Source: an optimization exercise on an open RTL-to-GDS flow (aim: small area, a short achievable clock period and few clock cycles per item). Production flows keep margins and buffers that such runs may drop.
No run shown here included a check of the RTL's function; only the layout flow was run.

==> flow/design.v, too long to show whole: its modules and the start of the top module <==
// module dds_sine_sample_generator: 1107 lines
module dds_sine_sample_generator (
    input  logic                  clk,
    input  logic                  rst_n,
    input  logic                  in_valid,
    output logic                  in_ready,
    input  logic                  restart,
    output logic                  out_valid,
    input  logic                  out_ready,
    output dds_pkg::code_t        sample,
    input  logic                  cfg_valid,
    output logic                  cfg_ready,
    input  logic [1:0]            cfg_index,
    input  logic [31:0]           cfg_data
);
  // ...
==> flow/run.sh <==
#!/bin/bash
# synth_recipe.tcl (not shown) runs the flow's synth.tcl, then flattens the netlist and writes it again
# the make line also repeats each setting of config.mk as NAME=value (left out here)
make -C /OpenROAD-flow-scripts/flow DESIGN_CONFIG=/design/flow/config.mk WORK_HOME=/design/flow/orfs CLKGATE_MAP_FILE= SYNTH_SCRIPT=/design/flow/synth_recipe.tcl finish
==> flow/config.mk <==
export PLATFORM = sky130hd
export DESIGN_NAME = dds_sine_sample_generator
export DESIGN_NICKNAME = dds_sine_sample_generator
export VERILOG_FILES = /design/flow/design.v
export SDC_FILE = /design/flow/constraint.sdc
export NUM_CORES = 4
export LEC_CHECK = 0
export CAP_MARGIN = 20
export CORE_MARGIN = 2
export CORE_UTILIZATION = 40
export SLEW_MARGIN = 20
==> flow/constraint.sdc <==
create_clock -name core_clock -period 11.0 [get_ports {clk}]
set_input_delay 2.2000 -clock core_clock [delete_from_list [all_inputs] [get_ports {clk}]]
set_output_delay 2.2000 -clock core_clock [all_outputs]
set_load 0.01 [all_outputs]
==> run summary, run 1 <==
- Wire length of the first global-routing pass: around 60000 um
* Sequential fraction of total cell area: 33.3%
- Clock buffers in the final layout number 27.
- With fillers left out, the area of the finished cells amounts to 18900 um2.
- Buf/Inv on CP: 2
- The run finished with no timing, DRC or antenna violations.
* Seq/Total Area, Yosys: 36.8%
- The worst hold path begins at phase_acc_reg[21].
- In this run the count of I/O pins placed on the die edge is between 50 and 60.
- Minimum setup slack among reg-to-reg paths: 6.96 ns
* Worst Max-Slew Pin Slew: between 0.9 and 1 ns
- Number of storage elements in the synthesis netlist: 225
- met2 is the most crowded layer.
* Number of setup buffers added after CTS: 0
- Number of nets in the layout: 1942
- End of the worst register-to-register path: sine1_reg[7]
- Global routing used 23.8% of the available met1 tracks.
- Mean area per synthesized cell: 10.5 um2
* Critical Path End: sine1_reg[7]
* Later-pin clock latency in the skew report: between 0.5 and 0.6 ns
* Family with the most delay on the worst path: compound AO/OA/AOI/OAI gates
- The number of failing hold endpoints at the final stage is 0.
* Most area-hungry cell type in the Yosys netlist: sky130_fd_sc_hd__edfxtp_1
- The floorplan step set the die height to ~210 um.
- For hold timing, the worst endpoint is phase_acc_reg[21].
* FF-to-FF Start: phase_acc_reg[24]
- From synthesis to final layout, the design area changed by 10.4%.
- Registers take between 6000 and 7000 um2.
- Detailed Place HPWL: ~28000 um
- For this run, the number of standard cells in the final layout without fillers is 2209.
- Largest net degree at the start of global routing: 67
* Count of synthesis-stage warnings from yosys: 1
- In this run the deepest clock path goes through 3 buffers.
- Post-synthesis share of cell area spent on and, or, nand and nor gates: about an eighth
- For the finished layout, the period the worst path requires is ~4 ns.
- Synth Flop Type: sky130_fd_sc_hd__edfxtp_1
- The final layout contains routed wiring with a total length of 36900 um.
* Number of clock buffers inserted by TritonCTS: 25
- Root buffer cell: sky130_fd_sc_hd__clkbuf_16
==> run 2: changes to the inputs <==
==> flow/flow/run.sh (new file) <==
#!/bin/bash
# Standard ORFS layout, with port buffers of a plain buffer cell and the
# setup repair aiming for margin below the clock period.
set -euo pipefail
bash standard.sh \
  "SETUP_SLACK_MARGIN=7.7" \
  "BUFFER_PORTS_ARGS=-buffer_cell sky130_fd_sc_hd__buf_2" \
  finish > standard_flow.log 2>&1
==> flow/standard.sh (new file) <==
#!/bin/bash
# synth_recipe.tcl (not shown) runs the flow's synth.tcl, then flattens the netlist and writes it again
# the make line also repeats each setting of config.mk as NAME=value (left out here)
make -C /OpenROAD-flow-scripts/flow DESIGN_CONFIG=/design/flow/config.mk WORK_HOME=/design/flow/orfs CLKGATE_MAP_FILE= SYNTH_SCRIPT=/design/flow/synth_recipe.tcl "${@:-finish}"
removed: flow/run.sh
==> run 2 against run 1 <==
Against the previous run:
- sequential cell count unchanged
- hold slack better by 0.0011 ns
- wire length up 7.2%
- synthesized cell count unchanged
- first-iteration DRC count up 5.4%
- via count up 4.1%
- maximum frequency up 14%
- die area unchanged
- critical path depth down 13
- register-to-register slack better by 0.59 ns
- worst setup slack better by 0.49 ns
- final cell count up 4.0%
- critical endpoint is now in_ready
- largest cell class unchanged
- highest routed layer is now met5
==> run summary, run 2 <==
* Crit start category: flip-flop (unchanged)
* Number of vias in the routed layout: 12000 (was 11500)
- The total of max-cap violations came to 0 (unchanged).
- Count of synthesis-stage warnings from yosys: 1 (unchanged)
- Slowest cell on crit path: sky130_fd_sc_hd__dfstp_2 (was sky130_fd_sc_hd__dfrtp_1)
- Post-Synthesis Net Count: 1926 (unchanged)
* Synth Flop Type: sky130_fd_sc_hd__edfxtp_1 (unchanged)
- The count of unresolved DRC violations after routing is 0 (unchanged).
- Row count: 75 (unchanged)
- The count of fill cells added during filler insertion is 3855 (was 3942).
- Worst Path Required: 8.80 ns (was 11.31 ns)
- Avg Vias per Cell: 5.22 (was 5.21)
* Die H: 211 um (unchanged)
* Crit. End Element: output pin (was flip-flop)
* Proportion of synthesized flip-flops having asynchronous set or reset: 41.8% (unchanged)
* Family with the most delay on the worst path: flip-flops (was compound AO/OA/AOI/OAI gates)
* F_max: 282 MHz (was 248 MHz)
- The synthesized area per cell came to 10.5 um2 (unchanged).
- H-tree Lvls: 1 (unchanged)
- The global-route usage over all layers came to 17.9% (was 17.1%).
* Worst hold slack: 0.480 ns (was 0.479 ns)
* Die span in x: 211 um (unchanged)
* Final Hold Violating Endpoints: 0 (unchanged)
- TritonCTS clock tree: done (unchanged)
- Most area-consuming cells after synthesis: sky130_fd_sc_hd__edfxtp_1 (23%), sky130_fd_sc_hd__fa_1 (16%), sky130_fd_sc_hd__dfrtp_1 (12%) (unchanged)
- Total of buffers placed on input and output ports: 53 (unchanged)
- The number of global-route vias before repair came to 12100 (was 11800).
- The initial antenna violation count was 1 (was 0).
* Critical path start-end classification: flip-flop to output pin (was flip-flop to flip-flop)
* Arrival time of data at the critical path endpoint: 1.34 ns (was 4.34 ns)
- Post-synthesis share of cell area spent on and, or, nand and nor gates: 12.2% (unchanged)
- Total inserted antenna cells: 0 (unchanged)
* Clock-pin transition on the worst setup and hold timing paths: 0.06 ns (about the same)
- Multiplexer share of the synthesized area: 5.93% (unchanged)
* Commonest non-fill, non-tap cells in the layout: sky130_fd_sc_hd__inv_1 (185), sky130_fd_sc_hd__nand2_1 (156), sky130_fd_sc_hd__edfxtp_1 (131) (was sky130_fd_sc_hd__inv_1 (208), sky130_fd_sc_hd__nand2_1 (163), sky130_fd_sc_hd__fa_1 (133))
- The distinct cell type count of the synthesized netlist was 80 (unchanged).
- Count of flip-flops with a built-in enable after synthesis: 131 (unchanged)
- The largest incremental delay on the critical path was 0.67 ns (was 0.72 ns).
- The routability-driven placement congestion ratio came to 0.809 (was 0.853).
- The post-route antenna net violation count came to 0 (unchanged).
- Post-Synth XOR/XNOR Area: 3.81% (unchanged)
- The post-synthesis compound-gate area fraction was 10.5% (unchanged).
- The maximum fanout along the worst path came to 2 (was 14).
* Routed wire length: 39600 um (was 36900 um)
- Syn Std Cell Area: 17100 um2 (unchanged)
- The class of the worst hold path is flip-flop to flip-flop (unchanged).
* Buf/Inv on CP: 1 (was 2)
- The post-synthesis instance total is 1635 (unchanged).
* Most frequent cells after synthesis: sky130_fd_sc_hd__inv_1 (208), sky130_fd_sc_hd__nand2_1 (164), sky130_fd_sc_hd__fa_1 (133), sky130_fd_sc_hd__edfxtp_1 (131), sky130_fd_sc_hd__ha_1 (118) (unchanged)
- The CTS root buffer is sky130_fd_sc_hd__clkbuf_16 (unchanged).
- Worst Max-Slew Pin Slew: 1.00 ns (was 0.977 ns)
* Status: complete, no violations (unchanged)
- Final worst-path cycle share: 32.2% (was 36.7%)
- The mean routed wirelength per cell is 17.2 um (was 16.7 um).
- # setup viols final: 0 (unchanged)
- The clock tree buffer depth was 3 (unchanged).
* Later-pin clock latency in the skew report: 0.54 ns (was 0.55 ns)
* CTS Hold Bufs: 0 (unchanged)
- The cell type with the largest total area after synthesis is sky130_fd_sc_hd__edfxtp_1 (unchanged).
* P&R area growth vs syn: 15.6% (was 10.4%)
- Cells traversed along the worst timing path: buf_6 (was inv_1, ha_1, nand2_1, a21boi_1, inv_1, ha_1, a311oi_1, o22ai_1, o21ai_0, a21oi_1, o21ai_0, a211oi_2, xnor2_1, nor2_1)
* Floorplan core area: 42100 um2 (unchanged)
- The violation count after the first detailed-route iteration came to 723 (was 686).
- The total clock sinks was 225 (unchanged).
- The fraction of synthesized cell area taken by the top area cell type came to 22.9% (unchanged).
- The sequential-to-total area share from yosys stat is 36.8% (unchanged).
* Number of clock buffers inserted by TritonCTS: 26 (was 25)
- Count of final max-slew check failures: 0 (unchanged)
- Wire length of the first global-routing pass: 63200 um (was 61300 um)
* Worst clock skew: 0.0124 ns (was 0.0343 ns)
* Dominant combinational cell family by area after synthesis: adder cells (unchanged)
* Filler-free cell count of the finished design: 2298 (was 2209)
* Area enclosed by the die boundary: 44500 um2 (unchanged)
* Cell with the most instances after synthesis: sky130_fd_sc_hd__inv_1 (unchanged)
- The share of post-route cells with drive strength above 1 was 22.9% (was 9.76%).
- RSZ-0062 raised after global routing: yes (was no)
* Number of placed cells counting well taps: 2162 (was 2163)
- Number of storage elements in the synthesis netlist: 225 (unchanged)
* Starting utilization of the core area: 40.7% (unchanged)
- The final-layout setup total negative slack was 0 ns (unchanged).
- Synth Area in Adders: 24.1% (unchanged)
- The number of nets in the final layout came to 2030 (was 1942).
- Slew Limit Headroom: 32.9% (was 34.5%)
- The final global-route overflow total was 0 (unchanged).
* Commonest non-fill, non-tap cell in the layout: sky130_fd_sc_hd__inv_1 (unchanged)
- Final core area utilization: 47.0% (was 44.9%)
* Detailed Place HPWL: 27900 um (was 27600 um)
- Io pins: 55 (unchanged)
- The first-pass detailed-route iteration total was 5 (was 7).
- The maximum number of pins on one net before global-route repair is 77 (was 67).
- The final critical delay including setup and external delays was 3.54 ns (was 4.04 ns).
run 2: area by class of cell:
class	instances	area [um2]	share of cell area (%)
Clock buffer	36	759	3.83
Timing Repair inverter	1	7.51	0.0379
Clock inverter	12	133	0.669
Sequential cell	225	6310	31.8
Inverter	208	785	3.96
Tap cell	539	674	3.40
Multi-Input combinational cell	1129	10000	50.6
Timing Repair Buffer	148	1110	5.63
run 2: timing repair:
action	4_1_cts	5_1_grt
endpoints found under the setup margin	59	79
pin swaps	43	28
setup buffers	62	23
gates cloned	0	3
gates resized for setup	57	51
run 2: metrics by stage:
| stage | setup WS (ns) | instance area [um2] |
|---|---|---|
| after detailed placement | 6.95 | 17900 |
| after floorplan | 7.70 | 17300 |
| after CTS | 7.44 | 19500 |
| final | 7.46 | 19800 |
| after global routing | 7.45 | 19800 |
| after global placement | 7.03 | 17900 |
run 2: path summary, 6_finish.rpt:
path                              startpoint                  to  slack [ns]  cells after the start
max                             in_ready_reg            in_ready        7.46                      1
min                        phase_acc_reg[13]   phase_acc_reg[13]        0.48                      2
max reg2reg                    span1_reg[11]       row2b_reg[16]        7.55                     10
min reg2reg                phase_acc_reg[13]   phase_acc_reg[13]        0.48                      2
max in group asynchronous              rst_n   phase_acc_reg[30]        8.15                      2
min in group asynchronous              rst_n  phase_step_reg[20]        1.54                      1
run 2: cell families after synthesis:
logic type	after synthesis
and+or+nand+nor	426
AOI/OAI and AO/OA	285
buffers and inverters	283
adders and majority gates	251
DFF	225
muxes	92
xor gates and xnor gates	72
other	1
run 2: layer usage:
| metal | GRT usage (%) | up-vias | share of wire, % | wire [um] |
|---|---|---|---|---|
| met4 | 5.51 | 2 | 3.2 | 1260 |
| met2 | 30.6 | 298 | 48 | 19100 |
| li1 | - | 5735 | - | - |
| met3 | 2.35 | 82 | 4.0 | 1590 |
| met5 | 0 | - | 0.033 | 13 |
| met1 | 23.7 | 5873 | 44 | 17500 |

-- port drivers added, routing unchanged --
The flow's constraints put no driver on any port. The routed layouts listed below were extracted and timed again, unchanged, in two steps.
Step 1 sets driving cells, clkbuf_16 on the clock port and buf_2 on the other inputs (assumed; they add their load-dependent delay and slew).
Step 2 times the ports against the registers' clock, not the clock port: input delays grow and output delays shrink by t, the midpoint of the rising clock arrivals with the driver on.
a / b / c = ideal ports / drivers / drivers and shift; a / b = the first two.
run	t (ns)	setup WS [ns]	worst register clock-pin slew, ns
run 1	0.583	6.965 / 6.965 / 6.965	0.06 / 0.06
run 2	0.585	7.455 / 7.399 / 7.268	0.06 / 0.06
After both steps every run listed still meets setup and hold. For run 2, which loses most, drivers alone change the setup slack by -0.056 ns; drivers and shift together by -0.187 ns.
